This is an optimization exercise on Yosys and OpenROAD, whose aim is small area and few clock cycles per item, not a production implementation. Function was checked by simulation only, so behaviour that the tests miss may differ from the original.

===== flow/config.mk =====
export PLATFORM = sky130hd
export DESIGN_NAME = fp_mul_pipe
export DESIGN_NICKNAME = fp_mul_pipe
export VERILOG_FILES = /design/flow/design.v
export SDC_FILE = /design/flow/constraint.sdc
export NUM_CORES = 4
export LEC_CHECK = 0
export CAP_MARGIN = 20
export CORE_MARGIN = 2
export CORE_UTILIZATION = 40
export SLEW_MARGIN = 20

===== flow/constraint.sdc =====
create_clock -name core_clock -period 7.5 [get_ports {clk}]
set_input_delay 1.5000 -clock core_clock [delete_from_list [all_inputs] [get_ports {clk}]]
set_output_delay 1.5000 -clock core_clock [all_outputs]
set_load 0.01 [all_outputs]

===== flow/run.sh =====
#!/bin/bash
# synth_recipe.tcl (not shown) runs the flow's synth.tcl, then flattens the netlist and writes it again
# the make line also repeats each setting of config.mk as NAME=value (left out here)
make -C /OpenROAD-flow-scripts/flow DESIGN_CONFIG=/design/flow/config.mk WORK_HOME=/design/flow/orfs CLKGATE_MAP_FILE= SYNTH_SCRIPT=/design/flow/synth_recipe.tcl finish

===== flow/design.v =====
package fp_pkg;
  typedef enum logic [2:0] {
    ZERO, NORM, INF, QNAN, SNAN
  } fp_cls_e;
  localparam int FLG_NX = 0;
  localparam int FLG_UF = 1;
  localparam int FLG_OF = 2;
  localparam int FLG_NV = 3;
  function automatic logic f_sign(
    input logic [63:0] x, input int exp_w, input int man_w);
    logic [63:0] t;
    t = x >> (exp_w + man_w);
    f_sign = t[0];
  endfunction
  function automatic logic [63:0] f_exp(
    input logic [63:0] x, input int exp_w, input int man_w);
    f_exp = (x >> man_w) & ((64'd1 << exp_w) - 64'd1);
  endfunction
  function automatic logic [63:0] f_man(
    input logic [63:0] x, input int man_w);
    f_man = x & ((64'd1 << man_w) - 64'd1);
  endfunction
  function automatic int f_bias(input int exp_w);
    f_bias = (1 << (exp_w - 1)) - 1;
  endfunction
  function automatic logic [63:0] f_qnan(
    input int exp_w, input int man_w);
    f_qnan = (((64'd1 << exp_w) - 64'd1) << man_w)
      | (64'd1 << (man_w - 1));
  endfunction
  function automatic fp_cls_e f_class(
    input logic [63:0] x, input int exp_w, input int man_w);
    logic [63:0] e, m, t;
    e = (x >> man_w) & ((64'd1 << exp_w) - 64'd1);
    m = x & ((64'd1 << man_w) - 64'd1);
    t = m >> (man_w - 1);
    if (e == 64'd0) f_class = fp_pkg::ZERO;
    else if (e != (64'd1 << exp_w) - 64'd1) f_class = fp_pkg::NORM;
    else if (m == 64'd0) f_class = fp_pkg::INF;
    else f_class = t[0] ? fp_pkg::QNAN : fp_pkg::SNAN;
  endfunction
endpackage
module fp_round_rne #(
  parameter int EXP_W = 8,
  parameter int MAN_W = 23
) (
  input  logic [MAN_W-1:0]        man,
  input  logic                    g,
  input  logic                    s,
  input  logic signed [EXP_W+1:0] exp,
  output logic [MAN_W-1:0]        man_r,
  output logic [EXP_W-1:0]        exp_r,
  output logic                    ovf,
  output logic                    unf,
  output logic                    inx
);
  localparam int EW = EXP_W + 2;
  localparam logic signed [EW-1:0] EMAX =
    EW'((1 << EXP_W) - 1);
  logic                 up;
  logic                 carry;
  logic [MAN_W-1:0]     man_i;
  logic signed [EW-1:0] e_f;
  assign up    = g & (man[0] | s);
  assign carry = up & (&man);
  assign man_i = man + MAN_W'(up);
  assign e_f   = exp + $signed(EW'(carry));
  always_comb begin
    ovf   = !e_f[EW-1] && (e_f >= EMAX);
    unf   = e_f[EW-1] || (e_f == '0);
    inx   = g | s | ovf | unf;
    man_r = man_i;
    exp_r = e_f[EXP_W-1:0];
    if (ovf) begin
      man_r = '0;
      exp_r = '1;
    end else if (unf) begin
      man_r = '0;
      exp_r = '0;
    end
  end
endmodule
module fp_mul_pipe #(
  parameter int EXP_W = 8,
  parameter int MAN_W = 23,
  parameter int TAG_W = 4
) (
  input  logic                           clk,
  input  logic                           rst_n,
  input  logic                           in_valid,
  output logic                           in_ready,
  input  logic [EXP_W+MAN_W:0]           in_a,
  input  logic [EXP_W+MAN_W:0]           in_b,
  input  logic [TAG_W-1:0]               in_tag,
  output logic                           out_valid,
  input  logic                           out_ready,
  output logic [EXP_W+MAN_W:0]           out_y,
  output logic [TAG_W-1:0]               out_tag,
  output logic [3:0]                     out_flags
);
  localparam int W  = 1 + EXP_W + MAN_W;
  localparam int P  = MAN_W + 1;
  localparam int EW = EXP_W + 2;
  localparam logic signed [EW-1:0] BIAS =
    EW'(fp_pkg::f_bias(EXP_W));
  localparam logic [W-1:0] QNAN_W =
    W'(fp_pkg::f_qnan(EXP_W, MAN_W));
  logic adv;
  assign adv = !out_valid | out_ready;
  assign in_ready = adv;
  logic             v0;
  logic [W-1:0]     a0, b0;
  logic [TAG_W-1:0] tag0;
  always_ff @(posedge clk or negedge rst_n) begin
    if (!rst_n) begin
      v0 <= 1'b0; a0 <= '0; b0 <= '0; tag0 <= '0;
    end else if (adv) begin
      v0   <= in_valid;
      a0   <= in_a;
      b0   <= in_b;
      tag0 <= in_tag;
    end
  end
  fp_pkg::fp_cls_e              cls_a, cls_b;
  logic [EXP_W-1:0]     ea, eb;
  logic [P-1:0]         sig_a, sig_b;
  logic signed [EW-1:0] exp_s1;
  logic [2*P-1:0]       prod_s1;
  assign cls_a  = fp_pkg::f_class(64'(a0), EXP_W, MAN_W);
  assign cls_b  = fp_pkg::f_class(64'(b0), EXP_W, MAN_W);
  assign ea     = EXP_W'(fp_pkg::f_exp(64'(a0), EXP_W, MAN_W));
  assign eb     = EXP_W'(fp_pkg::f_exp(64'(b0), EXP_W, MAN_W));
  assign sig_a  = {1'b1, MAN_W'(fp_pkg::f_man(64'(a0), MAN_W))};
  assign sig_b  = {1'b1, MAN_W'(fp_pkg::f_man(64'(b0), MAN_W))};
  assign exp_s1 = $signed({2'b00, ea})
                + $signed({2'b00, eb}) - BIAS;
  assign prod_s1 = (2*P)'(sig_a) * (2*P)'(sig_b);
  logic                 v1, sgn1;
  logic [TAG_W-1:0]     tag1;
  fp_pkg::fp_cls_e              cls_a1, cls_b1;
  logic signed [EW-1:0] exp1;
  logic [2*P-1:0]       prod1;
  always_ff @(posedge clk or negedge rst_n) begin
    if (!rst_n) begin
      v1 <= 1'b0; sgn1 <= 1'b0; tag1 <= '0;
      cls_a1 <= fp_pkg::ZERO; cls_b1 <= fp_pkg::ZERO;
      exp1 <= '0; prod1 <= '0;
    end else if (adv) begin
      v1     <= v0;
      tag1   <= tag0;
      sgn1   <= fp_pkg::f_sign(64'(a0), EXP_W, MAN_W)
              ^ fp_pkg::f_sign(64'(b0), EXP_W, MAN_W);
      cls_a1 <= cls_a;
      cls_b1 <= cls_b;
      exp1   <= exp_s1;
      prod1  <= prod_s1;
    end
  end
  logic [2*P-2:0]       pn;
  logic signed [EW-1:0] exp_s2;
  logic                 nan_x, inf_x, zero_x, snan_x;
  logic                 spec_s2, nv_s2;
  logic [W-1:0]         spy_s2;
  assign pn = prod1[2*P-1] ? prod1[2*P-2:0]
                           : {prod1[2*P-3:0], 1'b0};
  assign exp_s2 = exp1 + $signed(EW'(prod1[2*P-1]));
  always_comb begin
    snan_x  = (cls_a1 == fp_pkg::SNAN) | (cls_b1 == fp_pkg::SNAN);
    nan_x   = snan_x | (cls_a1 == fp_pkg::QNAN) | (cls_b1 == fp_pkg::QNAN);
    inf_x   = (cls_a1 == fp_pkg::INF) | (cls_b1 == fp_pkg::INF);
    zero_x  = (cls_a1 == fp_pkg::ZERO) | (cls_b1 == fp_pkg::ZERO);
    spec_s2 = 1'b0;
    nv_s2   = 1'b0;
    spy_s2  = '0;
    if (nan_x || (inf_x && zero_x)) begin
      spec_s2 = 1'b1;
      spy_s2  = QNAN_W;
      nv_s2   = snan_x | (inf_x & zero_x);
    end else if (inf_x) begin
      spec_s2 = 1'b1;
      spy_s2  = {sgn1, {EXP_W{1'b1}}, {MAN_W{1'b0}}};
    end else if (zero_x) begin
      spec_s2 = 1'b1;
      spy_s2  = {sgn1, {(W-1){1'b0}}};
    end
  end
  logic                 v2, sgn2, spec2, nv2, g2, s2;
  logic [TAG_W-1:0]     tag2;
  logic [W-1:0]         spy2;
  logic [MAN_W-1:0]     man2;
  logic signed [EW-1:0] exp2;
  always_ff @(posedge clk or negedge rst_n) begin
    if (!rst_n) begin
      v2 <= 1'b0; sgn2 <= 1'b0; spec2 <= 1'b0;
      nv2 <= 1'b0; g2 <= 1'b0; s2 <= 1'b0;
      tag2 <= '0; spy2 <= '0; man2 <= '0; exp2 <= '0;
    end else if (adv) begin
      v2    <= v1;
      tag2  <= tag1;
      sgn2  <= sgn1;
      spec2 <= spec_s2;
      nv2   <= nv_s2;
      spy2  <= spy_s2;
      man2  <= pn[2*P-2:P];
      g2    <= pn[P-1];
      s2    <= |pn[P-2:0];
      exp2  <= exp_s2;
    end
  end
  logic [MAN_W-1:0] man_r;
  logic [EXP_W-1:0] exp_r;
  logic             ovf, unf, inx;
  logic [W-1:0]     y_s3;
  logic [3:0]       fl_s3;
  fp_round_rne #(.EXP_W(EXP_W), .MAN_W(MAN_W)) u_round (
    .man   (man2),
    .g     (g2),
    .s     (s2),
    .exp   (exp2),
    .man_r (man_r),
    .exp_r (exp_r),
    .ovf   (ovf),
    .unf   (unf),
    .inx   (inx)
  );
  always_comb begin
    y_s3  = {sgn2, exp_r, man_r};
    fl_s3 = '0;
    if (spec2) begin
      y_s3 = spy2;
      fl_s3[fp_pkg::FLG_NV] = nv2;
    end else begin
      fl_s3[fp_pkg::FLG_OF] = ovf;
      fl_s3[fp_pkg::FLG_UF] = unf;
      fl_s3[fp_pkg::FLG_NX] = inx;
    end
  end
  always_ff @(posedge clk or negedge rst_n) begin
    if (!rst_n) begin
      out_valid <= 1'b0;
      out_y     <= '0;
      out_tag   <= '0;
      out_flags <= '0;
    end else if (adv) begin
      out_valid <= v2;
      out_y     <= v2 ? y_s3 : '0;
      out_tag   <= v2 ? tag2 : '0;
      out_flags <= v2 ? fl_s3 : '0;
    end
  end
endmodule

==> run notes <==
-- layout make-up --
class,count,area (µm²),share of cell area
antenna,3,7.51,0.000232
inverter,587,2210,0.0682
clock inverter,18,194,0.00599
sequential,226,5660,0.175
tap,950,1190,0.0367
clock buffer,34,785,0.0242
timing repair buffer,234,2090,0.0647
multi-input combinational,2237,20200,0.625
-- placed cells by master, fill, tap and decap left out, types with 7 or more instances in the layout --
cell type	instances
a211oi_1	7
a21o_1	32
a21oi_1	76
a31oi_1	12
and2_1	245
and3_1	20
buf_4	117
clkbuf_16	29
clkdlybuf4s50_1	112
dfrtp_1	225
fa_1	483
ha_1	193
inv_1	582
mux2i_1	28
nand2_1	638
nand3_1	38
nand4_1	15
nor2_1	113
nor2b_1	12
nor3_1	11
nor4_1	21
o211ai_1	9
o21ai_0	120
xnor2_1	39
xor2_1	42
-- sequential cells by signal, summed over array words and instances (netlist names), 3 cells and up --
register,count
exp2,10
cls_b1,3
prod1,48
tag0,4
tag1,4
spy2,3
out_tag,4
out_flags,4
b0,32
a0,32
man2,23
out_y,32
cls_a1,3
tag2,4
exp1,10
-- final timing paths --
kind                               from         to  slack [ps]  cells after the start
worst max-delay path              b0[5]  prod1[41]         310                     23
worst min-delay path            tag1[2]    tag2[2]         450                      2
worst max register to register    b0[5]  prod1[41]         310                     23
worst min register to register  tag1[2]    tag2[2]         450                      2
max in group asynchronous         rst_n   prod1[3]        5310                      2
min in group asynchronous         rst_n    exp2[7]        1020                      1
-- synthesized netlist by cell type, types with 38 or more instances --
cell type    n
ha_1       193
fa_1       483
nor2_1     113
nand3_1     38
a21oi_1     76
and2_1     245
nand2_1    638
o21ai_0    120
clkbuf_1   150
xnor2_1     39
inv_1      582
xor2_1      42
dfrtp_1    226
-- stage by stage --
stage                     hold WS (ps)  utilization  worst slack, ps  cell area [µm²]
after floorplan                    439            -              777            28700
after global placement             449        0.440              373            31400
after detailed placement           455        0.440              347            31400
after CTS                          422        0.454              270            32400
after global routing               486        0.454             1.45            32400
final                              446        0.454              306            32400
-- cells by family (layout without fill, tap and decap cells) --
| logic type | count (synthesis) | after routing | synth area share |
|---|---|---|---|
| AOI/OAI and AO/OA | 312 | 312 | 0.0670 |
| xor gates and xnor gates | 81 | 81 | 0.0247 |
| adders and majority gates | 676 | 676 | 0.421 |
| buffers and inverters | 743 | 873 | 0.0976 |
| DFF | 226 | 226 | 0.197 |
| muxes | 29 | 29 | 0.0102 |
| other | 0 | 3 | 0 |
| and+or+nand+nor | 1139 | 1139 | 0.182 |
-- what timing repair did --
action	4_1_cts	5_1_grt
endpoints found under the hold margin	0	0
endpoints found under the setup margin	0	6
buffers inserted	0	0
resized for setup	0	1
-- metal layers --
layer,vias up,track usage,part of all wire
met2,567,0.352,0.47
met1,10800,0.297,0.44
li1,9983,-,-
met5,-,0,0
met4,0,0.0659,0.033
met3,140,0.0329,0.057
-- tightest hold or removal path, stage by stage (launching register included) --
cell and delay (ps):
dfrtp_1 340, nand2_1 50, nand2_1 50
==> impl_metrics.py <==
metrics = {
    "detailed_routing": {
        "ant_nets": 0,
        "avgRoutedWirePerCell_um": 18.1,
        "routed_wirelength_um": 77800,
        "via_count": 21500,
        "firstDrtPassIters": 5,
        "vias_per_cell": 5.01,
        "drt_iter0_drc": 1259,
        "drc": 0,
    },
    "clock_tree": {
        "cts.sinks": 226,
        "clkTransAtPathRegs_ps": 70,
        "cts_root_buffer": "clkbuf_16",
        "hold_buffers": 0,
        "cts_tree": "done",
        "cts_inserted_buffers": 29,
        "worstSkewPairLatency_ps": 590,
        "cts_buffer_depth": 3,
        "htreeDepth": 1,
    },
    "layout": {
        "fill_cells": 6899,
        "fin_nets": 4063,
        "final_cell_count_no_fill": 4289,
        "area.growth.synth_to_final_pct": 12.9,
        "layout-drive-gt1-share": 0.0570,
    },
    "synthesis": {
        "synth_edf_count": 0,
        "synthTopCellsByArea": "fa_1 (34%), dfrtp_1 (20%), ha_1 (8.4%), nand2_1 (8.4%), inv_1 (7.6%)",
        "syn_inst": 3206,
        "syn_area_per_cell_um2": 8.95,
        "ys_types": 60,
        "synth_top_area_share": 0.337,
        "yosysWarnings": 2,
        "yosysSeqAreaShare": 0.197,
        "syn_area_mm2": 0.0287,
        "yosys.area.top_type": "fa_1",
        "synthFlopType": "dfrtp_1",
        "postSynthNetCount": 3954,
        "async_reset_ff_frac": 1.00,
        "ys_ff_latch": 226,
    },
    "sta": {
        "finalClockSkew_ps": 50.3,
        "tightest_slew_ps": 1150,
        "hold_viol": 0,
        "slew_viol_final": 0,
        "final.setup.tns_ps": 0,
        "slew_headroom": 0.232,
        "setup_viol": 0,
        "finalCritPeriodShare": 0.959,
        "min_period_ps": 7190,
        "rsz0062_at_grt": "false",
        "max_clock_freq_mhz": 139,
    },
    "floorplanning": {
        "rows": 98,
        "core_mm2": 0.0712,
        "die_area_mm2": 0.0739,
        "initial_core_util": 0.403,
        "die_h_um": 272,
        "ios": 114,
        "die_w_um": 272,
    },
    "critical_path": {
        "path_class": "register to register",
        "crit_required_ps": 7890,
        "endpoint_kind": "register",
        "arrival_ps": 7590,
        "slowest_delay_ps": 740,
        "crit_chain": "buf_4 > nand2_1 > fa_1 > inv_1 > fa_1 > inv_1 > fa_1 > inv_1 > fa_1 > fa_1 > fa_1 > inv_1 > fa_1 > inv_1 > ha_1 > buf_4 > o211a_1 > or4_1 > o31ai_4 > a21oi_2 > o41ai_2 > xor2_1 > o21ai_1",
        "path_common_cell": "fa_1",
        "start_kind": "register",
        "crit_family": "adder cells",
        "slowest_stage": "dfrtp_1",
        "crit_buf_inv": 7,
        "crit_fanout": 16,
    },
    "global_routing": {
        "antenna_found_initial": 1,
        "grt-ovfl-total": 0,
        "grt_pass1_vias": 22400,
        "grtUsageTotal": 0.216,
        "grt_max_degree": 230,
        "grt_pass1_wl_um": 125000,
    },
    "placed_design": {
        "dp_hpwl_um": 62100,
        "port_buffers": 113,
        "dp_cells": 4234,
        "gp_congestion": 0.884,
    },
    "job": {
        "max_cap_violations": 0,
    },
    "outcome": {
        "status": "finished clean",
    },
    "min_path": {
        "min_path_type": "register to register",
    },
}
Testbench counts, summed over its fixed seeds: cycles 24,032, items 24,000.

==> port drivers added, routing unchanged <==
No port has a modelled driver above. Below, the same layout with a new extraction and two added sets of constraints.
Step 1, drivers: a clkbuf_16 drives clk and a buf_2 each remaining input, both assumed.
Step 2 adds t to the input delays and takes it off the output delays; t is the mean of the earliest and latest rising clock arrival at the registers after step 1. Input paths then give back, and output paths get back, about the clock's delay inside the block.
Three values: ideal ports, drivers, drivers and shift; two values: the first two.
t (ns): 0.623
setup WS [ns]: 0.306 / 0.306 / 0.306
hold slack, ns: 0.446 / 0.446 / 0.446
worst setup path after step 2: register to register
clock arrival spread, ns: 0.050 / 0.051
After both steps setup and hold are still met in this run. For this run, drivers alone change the setup slack by 0.000 ns; drivers and shift together by 0.000 ns.
